Background: an optimization exercise with open tools, aiming at a short achievable clock period and few clock cycles. Do not read the settings as production practice.
Function was checked by simulation only, so behaviour that the tests miss may differ from the original.
Power is estimated from default activity; no workload was simulated.

File: design/flow/config.mk
export PLATFORM = sky130hd
export DESIGN_NAME = rv_pipe_top
export DESIGN_NICKNAME = rv_pipe_top
export VERILOG_FILES = /design/flow/design.v
export SDC_FILE = /design/flow/constraint.sdc
export NUM_CORES = 4
export LEC_CHECK = 0
export ABC_CLOCK_PERIOD_IN_PS = 2500
export CAP_MARGIN = 20
export CORE_MARGIN = 2
export CORE_UTILIZATION = 40
export SETUP_SLACK_MARGIN = 3.5
export SLEW_MARGIN = 20
File: design/flow/constraint.sdc
create_clock -name core_clock -period 6.5 [get_ports {clk}]
set_input_delay 1.3000 -clock core_clock [delete_from_list [all_inputs] [get_ports {clk}]]
set_output_delay 1.3000 -clock core_clock [all_outputs]
set_load 0.01 [all_outputs]
File: design/flow/design.v
package rv_pipe_pkg;
  localparam int A_ADD  = 0;    
  localparam int A_SUB  = 1;
  localparam int A_SLL  = 2;
  localparam int A_SLT  = 3;
  localparam int A_SLTU = 4;
  localparam int A_XOR  = 5;
  localparam int A_SRL  = 6;
  localparam int A_SRA  = 7;
  localparam int A_OR   = 8;
  localparam int A_AND  = 9;
  localparam int A_N    = 10;
  localparam int C_EQ  = 0;
  localparam int C_NE  = 1;
  localparam int C_LT  = 2;
  localparam int C_GE  = 3;
  localparam int C_LTU = 4;
  localparam int C_GEU = 5;
  localparam int C_N   = 6;
  localparam int F_Z    = 0;    
  localparam int F_NZ   = 1;    
  localparam int F_NEG  = 2;    
  localparam int F_NNEG = 3;    
  localparam int F_POS  = 4;    
  localparam int F_NPOS = 5;    
  localparam int F_T    = 6;    
  localparam int F_N    = 7;
endpackage
module rv_fetch #(
  parameter int BHT_AW = 7,
  parameter int IC_AW  = 6
) (
  input  logic              clk,
  input  logic              rst,
  input  logic [32-1:0]  inst_word,
  input  logic              redirect,       
  input  logic [32-1:0]  redirect_pc,
  input  logic [32-1:0]  redirect_pc4,   
  input  logic [3:0]        nsel,           
  input  logic              upd_valid,      
  input  logic [BHT_AW-1:0] upd_idx,
  input  logic              upd_agree,      
  output logic [32-1:0]  inst_addr,
  output logic [32-1:0]  pc,
  output logic [32-1:0]  pc4,
  output logic [32-1:0]  pc8,
  output logic [32-1:0]  tgt0,           
  output logic [32-1:0]  tgt1,           
  output logic [32-1:0]  tgt0p4,         
  output logic [32-1:0]  tgt1p4,         
  output logic [32-1:0]  pc12,
  output logic              flip0,          
  output logic              flip1,
  output logic [BHT_AW-1:0] bidx0,
  output logic [BHT_AW-1:0] bidx1,
  output logic [32-1:0]  w1,             
  output logic              w1_ok
);
  localparam int BHT_N = 1 << BHT_AW;
  localparam int IC_N  = 1 << IC_AW;
  localparam int TAG_W = 12 - IC_AW - 2;
  logic [1:0]       bht [BHT_N];
  logic [32-1:0] ic_data [IC_N];
  logic [TAG_W-1:0] ic_tag  [IC_N];
  logic [IC_N-1:0]  ic_val;
  logic [32-1:0] imm_b0, imm_b1, nxt;
  logic [32-1:0] look8_w, look12_w, lookt_w, lookr_w;
  logic             look8_ok, look12_ok, lookt_ok, lookr_ok;
  assign inst_addr = pc;
  assign pc4  = pc + 32'd4;
  assign pc8  = pc + 32'd8;
  assign pc12 = pc + 32'd12;
  assign imm_b0 = {{(32-12){inst_word[31]}}, inst_word[7], inst_word[30:25],
                   inst_word[11:8], 1'b0};
  assign imm_b1 = {{(32-12){w1[31]}}, w1[7], w1[30:25], w1[11:8], 1'b0};
  assign tgt0   = pc + imm_b0;
  assign tgt1   = pc4 + imm_b1;
  assign tgt1p4 = pc8 + imm_b1;
  assign tgt0p4 = pc4 + imm_b0;
  assign bidx0 = pc[BHT_AW+1:2];
  assign bidx1 = pc4[BHT_AW+1:2];
  assign flip0 = bht[bidx0][1];
  assign flip1 = bht[bidx1][1];
  always_comb
  begin
    nxt = pc4;
    if (nsel[1]) nxt = pc8;
    if (nsel[2]) nxt = tgt0;
    if (nsel[3]) nxt = tgt1;
  end
  always_ff @(posedge clk)
  begin
    if (rst)
      pc <= 32'h0000_0000;
    else if (redirect)
      pc <= redirect_pc;
    else
      pc <= nxt;
  end
  function automatic logic hit(input logic [32-1:0] addr,
                               input logic [IC_N-1:0] val,
                               input logic [TAG_W-1:0] tag);
    hit = val[addr[IC_AW+1:2]] && tag == addr[11:IC_AW+2] && addr[32-1:12] == '0;
  endfunction
  assign look8_w   = ic_data[pc8[IC_AW+1:2]];
  assign look8_ok  = hit(pc8, ic_val, ic_tag[pc8[IC_AW+1:2]]);
  assign look12_w  = ic_data[pc12[IC_AW+1:2]];
  assign look12_ok = hit(pc12, ic_val, ic_tag[pc12[IC_AW+1:2]]);
  assign lookt_w   = ic_data[tgt1p4[IC_AW+1:2]];
  assign lookt_ok  = hit(tgt1p4, ic_val, ic_tag[tgt1p4[IC_AW+1:2]]);
  logic [32-1:0] lookt0_w; logic lookt0_ok;
  assign lookt0_w   = ic_data[tgt0p4[IC_AW+1:2]];
  assign lookt0_ok  = hit(tgt0p4, ic_val, ic_tag[tgt0p4[IC_AW+1:2]]);
  assign lookr_w   = ic_data[redirect_pc4[IC_AW+1:2]];
  assign lookr_ok  = hit(redirect_pc4, ic_val, ic_tag[redirect_pc4[IC_AW+1:2]]);
  always_ff @(posedge clk)
  begin
    if (rst)
      ic_val <= '0;
    else if (pc[32-1:12] == '0)
      ic_val[pc[IC_AW+1:2]] <= 1'b1;
  end
  always_ff @(posedge clk)
  begin
    if (!rst && pc[32-1:12] == '0)
    begin
      ic_data[pc[IC_AW+1:2]] <= inst_word;
      ic_tag[pc[IC_AW+1:2]]  <= pc[11:IC_AW+2];
    end
  end
  always_ff @(posedge clk)
  begin
    if (rst)
      w1_ok <= 1'b0;
    else if (redirect)
      w1_ok <= lookr_ok;
    else if (nsel[0])
      w1_ok <= look8_ok;
    else if (nsel[1])
      w1_ok <= look12_ok;
    else if (nsel[3])
      w1_ok <= lookt_ok;
    else if (nsel[2])
      w1_ok <= lookt0_ok;
    else
      w1_ok <= 1'b0;
  end
  always_ff @(posedge clk)
  begin
    if (redirect)
      w1 <= lookr_w;
    else if (nsel[3])
      w1 <= lookt_w;
    else if (nsel[2])
      w1 <= lookt0_w;
    else if (nsel[1])
      w1 <= look12_w;
    else
      w1 <= look8_w;
  end
  always_ff @(posedge clk)
  begin
    for (int k = 0; k < BHT_N; k++)
    begin
      if (rst)
        bht[k] <= 2'b00;
      else if (upd_valid && upd_idx == k[BHT_AW-1:0])
      begin
        if (upd_agree)
          bht[k] <= (bht[k] == 2'b00) ? 2'b00 : bht[k] - 2'b01;
        else
          bht[k] <= (bht[k] == 2'b11) ? 2'b11 : bht[k] + 2'b01;
      end
    end
  end
endmodule
module rv_decode (
  input  logic [32-1:0]            inst,
  output logic                        cls_a,     
  output logic                        cls_b,     
  output logic                        cls_x,     
  output logic                        cls_e,     
  output logic [5-1:0]          rd,
  output logic [5-1:0]          rs1,
  output logic [5-1:0]          rs2,
  output logic                        is_lui,
  output logic                        is_imm,
  output logic                        is_op,
  output logic [32-1:0]            imm,       
  output logic [32-1:0]            imm_b,     
  output logic [rv_pipe_pkg::A_N-1:0] alu,
  output logic [rv_pipe_pkg::C_N-1:0] cond
);
  logic [6:0] opc;
  logic [2:0] f3;
  logic       alt, arith, is_br, shift_imm;
  logic [7:0] f3hot;
  assign opc = inst[6:0];
  assign f3  = inst[14:12];
  assign alt = inst[30];
  assign rd  = inst[11:7];
  assign rs1 = inst[19:15];
  assign rs2 = inst[24:20];
  assign is_op  = opc == 7'b0110011;
  assign is_imm = opc == 7'b0010011;
  assign is_lui = opc == 7'b0110111;
  assign is_br  = opc == 7'b1100011 && f3[2:1] != 2'b01;
  assign arith  = is_op || is_imm;
  assign cls_e = inst == '0;
  assign cls_a = (arith || is_lui) && rd != '0;
  assign cls_b = is_br;
  assign cls_x = !cls_e && !cls_a && !cls_b;
  always_comb
  begin
    f3hot = '0;
    f3hot[f3] = 1'b1;
  end
  assign shift_imm = f3 == 3'b001 || f3 == 3'b101;
  assign imm   = is_lui    ? {inst[31:12], 12'b0} :
                 shift_imm ? {{(32-5){1'b0}}, inst[24:20]} :
                             {{(32-12){inst[31]}}, inst[31:20]};
  assign imm_b = {{(32-12){inst[31]}}, inst[7], inst[30:25], inst[11:8], 1'b0};
  assign alu[rv_pipe_pkg::A_ADD]  = (arith && f3hot[0] && !(is_op && alt)) || is_lui;
  assign alu[rv_pipe_pkg::A_SUB]  = is_op && f3hot[0] && alt;
  assign alu[rv_pipe_pkg::A_SLL]  = arith && f3hot[1];
  assign alu[rv_pipe_pkg::A_SLT]  = arith && f3hot[2];
  assign alu[rv_pipe_pkg::A_SLTU] = arith && f3hot[3];
  assign alu[rv_pipe_pkg::A_XOR]  = arith && f3hot[4];
  assign alu[rv_pipe_pkg::A_SRL]  = arith && f3hot[5] && !alt;
  assign alu[rv_pipe_pkg::A_SRA]  = arith && f3hot[5] && alt;
  assign alu[rv_pipe_pkg::A_OR]   = arith && f3hot[6];
  assign alu[rv_pipe_pkg::A_AND]  = arith && f3hot[7];
  assign cond[rv_pipe_pkg::C_EQ]  = f3hot[0];
  assign cond[rv_pipe_pkg::C_NE]  = f3hot[1];
  assign cond[rv_pipe_pkg::C_LT]  = f3hot[4];
  assign cond[rv_pipe_pkg::C_GE]  = f3hot[5];
  assign cond[rv_pipe_pkg::C_LTU] = f3hot[6];
  assign cond[rv_pipe_pkg::C_GEU] = f3hot[7];
endmodule
module rv_execute (
  input  logic [32-1:0]            op_a,
  input  logic [32-1:0]            op_b,
  input  logic [rv_pipe_pkg::A_N-1:0] alu,
  input  logic [32-1:0]            br_a,
  input  logic [32-1:0]            br_b,
  input  logic [rv_pipe_pkg::C_N-1:0] mis,     
  input  logic [rv_pipe_pkg::C_N-1:0] tkn,     
  input  logic [rv_pipe_pkg::F_N-1:0] fmis,    
  input  logic [rv_pipe_pkg::F_N-1:0] ftkn,
  input  logic                        gate_port,
  input  logic                        gate_rf,
  output logic [32-1:0]            res,
  output logic [32-1:0]            res_port,
  output logic [32-1:0]            res_rf,
  output logic                        mispredict,
  output logic                        taken
);
  logic [32-1:0] a, b, ba, bb;
  logic [32-1:0] r_add, r_sub, r_sll, r_srl, r_sra, r_xor, r_or, r_and;
  logic             lt, ltu, eq, alu_lt, alu_ltu;
  logic [32-1:0] v [rv_pipe_pkg::A_N];
  logic [32-1:0] t, cin;
  logic             zf, neg;
  logic [rv_pipe_pkg::C_N-1:0] c;
  logic [rv_pipe_pkg::F_N-1:0] fc;
  assign a  = op_a;
  assign b  = op_b;
  assign ba = br_a;
  assign bb = br_b;
  assign r_add   = a + b;
  assign r_sub   = a - b;
  assign r_sll   = a << b[4:0];
  assign r_srl   = a >> b[4:0];
  assign r_sra   = $signed(a) >>> b[4:0];
  assign r_xor   = a ^ b;
  assign r_or    = a | b;
  assign r_and   = a & b;
  assign alu_lt  = $signed(a) < $signed(b);
  assign alu_ltu = a < b;
  assign v[rv_pipe_pkg::A_ADD]  = r_add;
  assign v[rv_pipe_pkg::A_SUB]  = r_sub;
  assign v[rv_pipe_pkg::A_SLL]  = r_sll;
  assign v[rv_pipe_pkg::A_SLT]  = {{(32-1){1'b0}}, alu_lt};
  assign v[rv_pipe_pkg::A_SLTU] = {{(32-1){1'b0}}, alu_ltu};
  assign v[rv_pipe_pkg::A_XOR]  = r_xor;
  assign v[rv_pipe_pkg::A_SRL]  = r_srl;
  assign v[rv_pipe_pkg::A_SRA]  = r_sra;
  assign v[rv_pipe_pkg::A_OR]   = r_or;
  assign v[rv_pipe_pkg::A_AND]  = r_and;
  always_comb
  begin
    res      = '0;
    res_port = '0;
    res_rf   = '0;
    for (int i = 0; i < rv_pipe_pkg::A_N; i++)
    begin
      res      = res      | ({32{alu[i]}} & v[i]);
      res_port = res_port | ({32{alu[i] && gate_port}} & v[i]);
      res_rf   = res_rf   | ({32{alu[i] && gate_rf}} & v[i]);
    end
  end
  assign eq  = ba == bb;
  assign lt  = $signed(ba) < $signed(bb);
  assign ltu = ba < bb;
  assign c   = {!ltu, ltu, !lt, lt, !eq, eq};    
  assign t   = a ^ b ^ bb;
  assign cin = {(a[32-2:0] & b[32-2:0]) | (a[32-2:0] & t[32-2:0]) |
                (b[32-2:0] & t[32-2:0]), 1'b0};
  assign zf  = t == cin;
  assign neg = r_add[32-1];
  assign fc  = {1'b1, neg || zf, !neg && !zf, !neg, neg, !zf, zf};   
  assign mispredict = |(mis & c) || |(fmis & fc);
  assign taken      = |(tkn & c) || |(ftkn & fc);
endmodule
module rv_regfile #(
  parameter int NR = 4
) (
  input  logic               clk,
  input  logic [NR*5-1:0] ra,       
  output logic [NR*32-1:0]   rdata,
  input  logic               we,
  input  logic [5-1:0] wa,
  input  logic [32-1:0]   wd
);
  logic [32-1:0] regs [1:32-1];
  always_ff @(posedge clk)
  begin
    for (int k = 1; k < 32; k++)
      if (we && wa == k[5-1:0])
        regs[k] <= wd;
  end
  always_comb
  begin
    for (int p = 0; p < NR; p++)
    begin
      rdata[p*32 +: 32] = '0;
      for (int k = 1; k < 32; k++)
        if (ra[p*5 +: 5] == k[5-1:0])
          rdata[p*32 +: 32] = regs[k];
      if (we && wa == ra[p*5 +: 5] && ra[p*5 +: 5] != '0)
        rdata[p*32 +: 32] = wd;
    end
  end
endmodule
module rv_pipe_top (
  input  logic               clk,
  input  logic               rst,
  output logic [32-1:0]   inst_addr,
  input  logic [32-1:0]   inst_word,
  output logic               retire_valid,
  output logic [5-1:0] retire_rd,
  output logic [32-1:0]   retire_data,
  output logic               halt
);
  localparam int BHT_AW = 7;
  localparam int IC_AW  = 6;
  logic [32-1:0]  pc, pc4, pc8, pc12, tgt0, tgt1, tgt0p4, tgt1p4, w1;
  logic              flip0, flip1, w1_ok;
  logic [BHT_AW-1:0] bidx0, bidx1;
  logic [3:0]        nsel;
  logic                        a0, b0, x0, e0, a1, b1, x1, e1;
  logic [5-1:0]          rd0, rs1_0, rs2_0, rd1, rs1_1, rs2_1;
  logic                        lui0, imm0_is, op0, lui1, imm1_is, op1;
  logic [32-1:0]            imm0, immb0, imm1, immb1;
  logic [rv_pipe_pkg::A_N-1:0] alu0, alu1;
  logic [rv_pipe_pkg::C_N-1:0] cond0, cond1;
  logic [5-1:0] ra    [4];
  logic [32-1:0]   rdata [4];
  logic [4*5-1:0] ra_flat;
  logic [4*32-1:0]   rdata_flat;
  logic [3:0]         fw;
  logic               pred0, pred1, pair, dep1, s_rs1, s_rs2, fusable, fused;
  logic               a_from1, a_v, b_from1, b_v, pred;
  logic [5-1:0] d_rd;
  logic [32-1:0]   d_op_a, d_op_b, d_br_a, d_br_b, d_alt, d_alt4;
  logic               d_fa, d_fb, d_fba, d_fbb;
  logic [rv_pipe_pkg::A_N-1:0] d_alu;
  logic [rv_pipe_pkg::C_N-1:0] cnd, cnd_inv, d_mis, d_tkn;
  logic [rv_pipe_pkg::F_N-1:0] fcnd, fcnd_inv, d_fmis, d_ftkn;
  logic               e_valid, e_end, e_av, e_bv, e_bfirst, e_sdir;
  logic [5-1:0] e_rd;
  logic [32-1:0]   e_op_a, e_op_b, e_br_a, e_br_b, e_alt, e_alt4;
  logic [rv_pipe_pkg::A_N-1:0] e_alu;
  logic [rv_pipe_pkg::C_N-1:0] e_mis, e_tkn;
  logic [rv_pipe_pkg::F_N-1:0] e_fmis, e_ftkn;
  logic [BHT_AW-1:0]  e_bidx;
  logic [32-1:0]   res, res_port, res_rf;
  logic               mispredict, taken, e_retire;
  logic               w_we;
  logic [5-1:0] w_rd;
  logic [32-1:0]   w_rf;
  logic               u_valid, u_agree;
  logic [BHT_AW-1:0]  u_idx;
  logic               halted;
  rv_fetch #(.BHT_AW(BHT_AW), .IC_AW(IC_AW)) u_fetch (
    .clk, .rst, .inst_word, .redirect(mispredict), .redirect_pc(e_alt), .redirect_pc4(e_alt4), .nsel,
    .upd_valid(u_valid), .upd_idx(u_idx), .upd_agree(u_agree),
    .inst_addr, .pc, .pc4, .pc8, .pc12, .tgt0, .tgt1, .tgt0p4, .tgt1p4, .flip0, .flip1, .bidx0, .bidx1,
    .w1, .w1_ok
  );
  rv_decode u_dec0 (
    .inst(inst_word), .cls_a(a0), .cls_b(b0), .cls_x(x0), .cls_e(e0),
    .rd(rd0), .rs1(rs1_0), .rs2(rs2_0), .is_lui(lui0), .is_imm(imm0_is), .is_op(op0),
    .imm(imm0), .imm_b(immb0), .alu(alu0), .cond(cond0)
  );
  rv_decode u_dec1 (
    .inst(w1), .cls_a(a1), .cls_b(b1), .cls_x(x1), .cls_e(e1),
    .rd(rd1), .rs1(rs1_1), .rs2(rs2_1), .is_lui(lui1), .is_imm(imm1_is), .is_op(op1),
    .imm(imm1), .imm_b(immb1), .alu(alu1), .cond(cond1)
  );
  assign ra[0] = rs1_0;
  assign ra[1] = rs2_0;
  assign ra[2] = rs1_1;
  assign ra[3] = rs2_1;
  rv_regfile #(.NR(4)) u_regfile (
    .clk, .ra(ra_flat), .rdata(rdata_flat), .we(w_we), .wa(w_rd), .wd(w_rf)
  );
  assign ra_flat = {ra[3], ra[2], ra[1], ra[0]};
  assign rdata[0] = rdata_flat[0*32 +: 32];
  assign rdata[1] = rdata_flat[1*32 +: 32];
  assign rdata[2] = rdata_flat[2*32 +: 32];
  assign rdata[3] = rdata_flat[3*32 +: 32];
  always_comb
    for (int p = 0; p < 4; p++)
      fw[p] = e_valid && e_av && e_rd == ra[p];
  assign pred0 = b0 && (immb0[32-1] ^ flip0);
  assign pred1 = b1 && (immb1[32-1] ^ flip1);
  assign s_rs1   = rs1_1 == rd0;
  assign s_rs2   = rs2_1 == rd0;
  assign dep1    = s_rs1 || s_rs2;
  assign fusable = alu0[rv_pipe_pkg::A_ADD] && (s_rs1 != s_rs2) &&
                   (cond1[rv_pipe_pkg::C_EQ] || cond1[rv_pipe_pkg::C_NE] ||
                    (s_rs1 ? rs2_1 == '0 : rs1_1 == '0));
  assign pair = w1_ok && (
                  (a0 && b1 && (!dep1 || fusable)) ||
                  (a0 && x1) ||
                  (x0 && (a1 || b1 || x1)) ||
                  (b0 && !pred0 && (a1 || x1)));
  assign a_from1 = pair && a1;
  assign a_v     = a0 || a_from1;
  assign b_from1 = pair && b1;
  assign b_v     = b0 || b_from1;
  assign fused   = a0 && b_from1 && dep1;
  assign pred    = b0 ? pred0 : pred1;
  assign nsel[3] = b_from1 && pred1;
  assign nsel[2] = !pair && pred0;
  assign nsel[1] = pair && !(b_from1 && pred1);
  assign nsel[0] = !pair && !pred0;
  assign d_alt  = b0 ? (pred0 ? pc4 : tgt0) : (pred1 ? pc8 : tgt1);
  assign d_alt4 = b0 ? (pred0 ? pc8 : tgt0p4) : (pred1 ? pc12 : tgt1p4);
  always_comb
  begin
    if (a_from1)
    begin
      d_rd   = rd1;
      d_alu  = alu1;
      d_op_a = lui1 ? '0 : rdata[2];
      d_fa   = !lui1 && fw[2];
      d_op_b = op1 ? rdata[3] : imm1;
      d_fb   = op1 && fw[3];
    end
    else
    begin
      d_rd   = rd0;
      d_alu  = a0 ? alu0 : '0;
      d_op_a = lui0 ? '0 : rdata[0];
      d_fa   = !lui0 && fw[0];
      d_op_b = op0 ? rdata[1] : imm0;
      d_fb   = op0 && fw[1];
    end
  end
  assign cnd     = b0 ? cond0 : cond1;
  assign cnd_inv = {cnd[rv_pipe_pkg::C_LTU], cnd[rv_pipe_pkg::C_GEU],
                    cnd[rv_pipe_pkg::C_LT],  cnd[rv_pipe_pkg::C_GE],
                    cnd[rv_pipe_pkg::C_EQ],  cnd[rv_pipe_pkg::C_NE]};
  function automatic logic [rv_pipe_pkg::F_N-1:0] fmap(input logic [rv_pipe_pkg::C_N-1:0] c,
                                                       input logic s_first);
    fmap = '0;
    fmap[rv_pipe_pkg::F_Z]  = c[rv_pipe_pkg::C_EQ];
    fmap[rv_pipe_pkg::F_NZ] = c[rv_pipe_pkg::C_NE];
    if (s_first)
    begin
      fmap[rv_pipe_pkg::F_NEG]  = c[rv_pipe_pkg::C_LT];
      fmap[rv_pipe_pkg::F_NNEG] = c[rv_pipe_pkg::C_GE];
      fmap[rv_pipe_pkg::F_T]    = c[rv_pipe_pkg::C_GEU];
    end
    else
    begin
      fmap[rv_pipe_pkg::F_POS]  = c[rv_pipe_pkg::C_LT];
      fmap[rv_pipe_pkg::F_NPOS] = c[rv_pipe_pkg::C_GE];
      fmap[rv_pipe_pkg::F_NZ]   = c[rv_pipe_pkg::C_NE] || c[rv_pipe_pkg::C_LTU];
      fmap[rv_pipe_pkg::F_Z]    = c[rv_pipe_pkg::C_EQ] || c[rv_pipe_pkg::C_GEU];
    end
  endfunction
  assign fcnd     = fmap(cond1, s_rs1);
  assign fcnd_inv = fmap({cond1[rv_pipe_pkg::C_LTU], cond1[rv_pipe_pkg::C_GEU],
                          cond1[rv_pipe_pkg::C_LT],  cond1[rv_pipe_pkg::C_GE],
                          cond1[rv_pipe_pkg::C_EQ],  cond1[rv_pipe_pkg::C_NE]}, s_rs1);
  always_comb
  begin
    d_mis  = '0;
    d_tkn  = '0;
    d_fmis = '0;
    d_ftkn = '0;
    if (fused)
    begin
      d_ftkn = fcnd;
      d_fmis = pred1 ? fcnd_inv : fcnd;
    end
    else if (b_v)
    begin
      d_tkn = cnd;
      d_mis = pred ? cnd_inv : cnd;
    end
  end
  always_comb
  begin
    if (b0)
    begin
      d_br_a = rdata[0];
      d_fba  = fw[0];
      d_br_b = rdata[1];
      d_fbb  = fw[1];
    end
    else
    begin
      d_br_a = rdata[2];
      d_fba  = fw[2];
      d_br_b = (fused && s_rs2) ? rdata[2] : rdata[3];
      d_fbb  = (fused && s_rs2) ? fw[2]    : fw[3];
    end
  end
  always_ff @(posedge clk)
  begin
    if (rst)
      e_valid <= 1'b0;
    else
      e_valid <= !halted && !mispredict && !(e_valid && e_end);
  end
  always_ff @(posedge clk)
  begin
    e_end    <= e0;
    e_av     <= a_v;
    e_bv     <= b_v;
    e_bfirst <= b0;
    e_rd     <= d_rd;
    e_alu    <= d_alu;
    e_op_a   <= d_fa  ? res : d_op_a;
    e_op_b   <= d_fb  ? res : d_op_b;
    e_br_a   <= d_fba ? res : d_br_a;
    e_br_b   <= d_fbb ? res : d_br_b;
    e_mis    <= d_mis;
    e_tkn    <= d_tkn;
    e_fmis   <= d_fmis;
    e_ftkn   <= d_ftkn;
    e_alt    <= d_alt;
    e_alt4   <= d_alt4;
    e_bidx   <= b0 ? bidx0 : bidx1;
    e_sdir   <= b0 ? immb0[32-1] : immb1[32-1];
  end
  logic [rv_pipe_pkg::C_N-1:0] e_mis_v;
  logic [rv_pipe_pkg::F_N-1:0] e_fmis_v;
  assign e_mis_v  = e_valid ? e_mis  : '0;
  assign e_fmis_v = e_valid ? e_fmis : '0;
  rv_execute u_execute (
    .op_a(e_op_a), .op_b(e_op_b), .alu(e_alu),
    .br_a(e_br_a), .br_b(e_br_b),
    .mis(e_mis_v), .tkn(e_tkn), .fmis(e_fmis_v), .ftkn(e_ftkn),
    .gate_port(!rst), .gate_rf(e_valid && e_av),
    .res, .res_port, .res_rf, .mispredict, .taken
  );
  assign e_retire = e_valid && e_av && !(e_bfirst && mispredict);
  always_ff @(posedge clk)
  begin
    if (rst)
    begin
      retire_valid <= 1'b0;
      retire_rd    <= '0;
    end
    else
    begin
      retire_valid <= e_retire;
      retire_rd    <= e_rd;
    end
  end
  always_ff @(posedge clk)
  begin
    retire_data <= res_port;
    w_rf        <= res_rf;
    w_we        <= e_retire;
    w_rd        <= e_rd;
  end
  always_ff @(posedge clk)
  begin
    if (rst)
      u_valid <= 1'b0;
    else
      u_valid <= e_valid && e_bv;
    u_idx   <= e_bidx;
    u_agree <= taken == e_sdir;
  end
  always_ff @(posedge clk)
  begin
    if (rst)
      halted <= 1'b0;
    else if (e_valid && e_end)
      halted <= 1'b1;
  end
  assign halt = halted;
endmodule
File: design/flow/run.sh
#!/bin/bash
# synth_recipe.tcl (not shown) runs the flow's synth.tcl, then flattens the netlist and writes it again
# the make line also repeats each setting of config.mk as NAME=value (left out here)
make -C /OpenROAD-flow-scripts/flow DESIGN_CONFIG=/design/flow/config.mk WORK_HOME=/design/flow/orfs CLKGATE_MAP_FILE= SYNTH_SCRIPT=/design/flow/synth_recipe.tcl finish
==> results.txt <==
## metal layers
| metal | wire (um) | GRT usage | part of all wire | up-vias |
|---|---|---|---|---|
| met5 | 6852 | 0.03015 | 0.0040 | - |
| li1 | - | - | - | 93570 |
| met1 | 555000 | 0.5526 | 0.33 | 132500 |
| met2 | 641900 | 0.5910 | 0.38 | 31490 |
| met4 | 168200 | 0.3428 | 0.099 | 186 |
| met3 | 330900 | 0.2860 | 0.19 | 8295 |
## sequential cells by signal, summed over array words and instances (netlist names), 10 cells and up
name,count
u_regfile.regs,992
e_br_a,32
e_alu,10
retire_data,32
e_alt,30
u_fetch.ic_tag,256
u_fetch.ic_val,64
e_alt4,32
u_fetch.pc,32
e_op_b,32
w_rf,32
u_fetch.bht,256
u_fetch.w1,32
e_br_b,32
e_op_a,32
u_fetch.ic_data,2048
## worst max-delay path: stages (launching register included)
cell and delay (ns):
dfxtp_1 0.34, buf_8 0.19, nand2_1 0.14, inv_1 0.11, nand3_1 0.19, nor4_1 0.59
nor2b_1 0.27, xnor2_1 0.26, nand2_1 0.12, nor4_1 0.49, nand4_1 0.69, nor4_1 0.47
nand4_1 0.65, a211oi_1 0.59, a41oi_2 0.18, nand2_1 0.09
## through the flow
stage / setup slack [ns] / TNS, ns / cell area, um2 / power (mW) / utilization
global placement: -0.9013 / -49.35 / 300600 / 76.81 / 0.4359
global route: 1.294 / 0 / 346100 / 114.5 / 0.5020
floorplan: 1.703 / 0 / 280400 / 59.46 / -
CTS: 1.551 / 0 / 337700 / 109.1 / 0.4898
finish: 1.073 / 0 / 346500 / 113.7 / 0.5025
detailed placement: -0.3134 / -10.70 / 300900 / 77.00 / 0.4364
## where the power goes
group / switching (mW) / internal, mW
Sequential: 1.34 / 28.2
Clock: 12.6 / 16.0
Combinational: 31.6 / 23.9
## how the worst max path moves through the flow
stage                     slack, ns           start              to  cells past startpoint
final                          1.07  u_fetch.pc[21]   u_fetch.w1_ok                     15
after global routing           1.29  u_fetch.pc[21]   u_fetch.w1_ok                     15
after CTS                      1.55   u_fetch.w1[8]   u_fetch.w1_ok                     17
after detailed placement      -0.31    inst_word[6]  u_fetch.w1[28]                     17
after global placement        -0.90    inst_word[3]   u_fetch.w1_ok                     14
after floorplan                1.70   u_fetch.pc[6]   u_fetch.w1_ok                     27
## cell type report
cell class              count  area (um2)
diodes                    248       620.6
clock buffers             526       12050
clock inverters           340        4048
fillers                 58120      343000
inverters                 236        1036
multi-input cells       15320      165400
flip-flops and latches   4011      113600
well taps                9210       11520
repair buffers           3202       38310
repair inverters            1       8.758
## cells by family (layout without fill, tap and decap cells)
logic type               count (synthesis)  in the layout  share of synthesized area
adder cells (fa/ha/maj)                302            302                    0.01465
buffers and inverters                 2228           4305                    0.03199
other                                    0            248                          0
AND/OR/NAND/NOR                       5077           5081                    0.08221
XOR/XNOR                               362            362                    0.01174
flip-flops                            4011           4011                     0.4092
multiplexers                          4337           4337                     0.3239
AO/OA/AOI/OAI                         5231           5235                     0.1263
## layout by cell type (no fill, tap or decap), types with 198 or more instances in the layout
cell type	count
edfxtp_1	3296
clkbuf_16	504
a21oi_1	999
nor3_1	317
nor2_4	201
a221oi_1	333
nand3_1	346
inv_1	198
buf_12	512
mux2i_1	521
nand4_1	213
mux4_2	3685
buf_4	1902
nor2_1	1269
buf_6	362
a31oi_1	244
a22oi_1	621
nand2_1	1671
ha_1	225
dfxtp_1	610
o22ai_1	292
o21ai_0	831
xnor2_1	209
diode_2	248
## repair_timing
item | 4_1_cts | 5_1_grt
pin swaps | 503 | 433
gates cloned | 160 | 45
setup endpoints to repair | 2982 | 1367
buffers inserted | 814 | 321
endpoints found under the hold margin | 0 | 0
hold buffers | 0 | 0
resized for setup | 2297 | 958
==> flow_metrics.env <==
export IMPL_outcome="finished with violations"
export IMPL_failed_checks="capacitance limit, slew limit"
export IMPL_pin_count=105
export IMPL_clockBufferDepth=4
export IMPL_rows=305
export IMPL_setup_viol=0
export IMPL_yosysWarnings=10
export IMPL_reg2reg_to="u_fetch.w1_ok"
export IMPL_post_synth_most_frequent_cells="mux4_2, edfxtp_1, nand2_1"
export IMPL_synthFlopType="edfxtp_1"
export IMPL_gp_congestion=1.081
export IMPL_start_kind="register"
export IMPL_cts_sinks=4011
export IMPL_dr_pass1_iters=13
export IMPL_endpoint_kind="register"
export IMPL_synthArstFlopShare=0
export IMPL_leakagePower_nw=115.4
export IMPL_hold_end="u_idx[4]"
export IMPL_worstPathMaxFanout=11
export IMPL_drcViolationCount=0
export IMPL_rsz0062_at_grt="yes"
export IMPL_grt_first_pass_wirelength_um=2209000
export IMPL_dp_hpwl_um=1062000
export IMPL_tritoncts="built"
export IMPL_wl_per_cell_um=51.46
export IMPL_fin_crit_sh=0.8350
export IMPL_drive_gt1_frac=0.4024
export IMPL_drt_antenna_violating_nets=0
export IMPL_rr_startpoint="u_fetch.pc[21]"
export IMPL_die_area_um2=698800
export IMPL_h_tree_depth=5
export IMPL_area_growth_pct=25.18
export IMPL_vias=266100
export IMPL_synth_seq_area_share=0.4092
export IMPL_synth_edf_count=3296
export IMPL_numPortBuffers=104
export IMPL_syn_nets=21880
export IMPL_yosysMostFrequentCell="mux4_2"
export IMPL_numCtsBuffers=459
export IMPL_die_h_um=835.9
export IMPL_die_w_um=835.9
export IMPL_skew_ns=0.1337
export IMPL_synth_cell_type_count=117
export IMPL_synthCells=21550
export IMPL_syn_area_um2=276800
export IMPL_critical_path_class="register to register"
export IMPL_hold_path_class="register to register"
export IMPL_grt_pass1_vias=239700
export IMPL_crit_arrival_ns=6.51
export IMPL_layoutNonFillerInstCount=33090
export IMPL_max_slew_margin_rel=-0.1037
export IMPL_initial_utilization=0.4015
export IMPL_hold_ws_ns=0.3312
export IMPL_antenna_found_initial=169
export IMPL_synth_top_cell_area_share=0.3575
export IMPL_max_freq_mhz=184.3
export IMPL_gr_total_overflow=0
export IMPL_drt_iter0_drc=57410
export IMPL_coreArea_um2=689600
export IMPL_worst_pin_slew_ns=1.652
export IMPL_min_path_cells=0
export IMPL_grt_use_total=0.4615
export IMPL_crit_required_ns=7.58
export IMPL_yosysTopAreaCell="edfxtp_1"
export IMPL_avgSynthCellArea_um2=12.85
export IMPL_ys_ff_latch=4011
export IMPL_grt_max_degree=229
export IMPL_min_period_ns=5.427
export IMPL_fin_nets=23560
export IMPL_post_place_cells=30640
export IMPL_clkTransAtPathRegs_ns=0.07
export IMPL_hold_violations=0
export IMPL_max_cap_violations=2
export IMPL_power_density_nw_per_um2=328.1
export IMPL_drt_total_wl_um=1703000
export IMPL_r2r_setup_slack_ns=1.07
export IMPL_root_buffer="clkbuf_16"
export IMPL_worstHoldStart="e_bidx[4]"
export IMPL_ff2ff_path_depth=15
export IMPL_ir_drop_v=0.0003585
export IMPL_via_per_inst=8.040
export IMPL_synth_top_cells_by_area="edfxtp_1, mux4_2, dfxtp_1, nand2_1, a21oi_1"
export IMPL_clk_latency_ns=1.22
export IMPL_drv_slew=12
Testbench counts, summed over its fixed seeds: cycles 107,952.

[re-timing with driven ports]
The flow's constraints put no driver on any port. The routed layout listed below was extracted and timed again, unchanged, in two steps.
Step 1, drivers: a clkbuf_16 drives clk and a buf_2 each remaining input, both assumed.
Step 2 times the ports against the registers' clock, not the clock port: input delays grow and output delays shrink by t, the midpoint of the rising clock arrivals with the driver on.
Three values: no drivers, after step 1, after step 2; two values: the first two.
t (ns): 1.277
slack for setup (ns): 1.073 / 1.073 / 0.074
hold slack, ns: 0.331 / 0.316 / 0.331
worst setup path at the end: input to register
For this run, drivers alone change the setup slack by 0.000 ns; drivers and shift together by -0.999 ns.
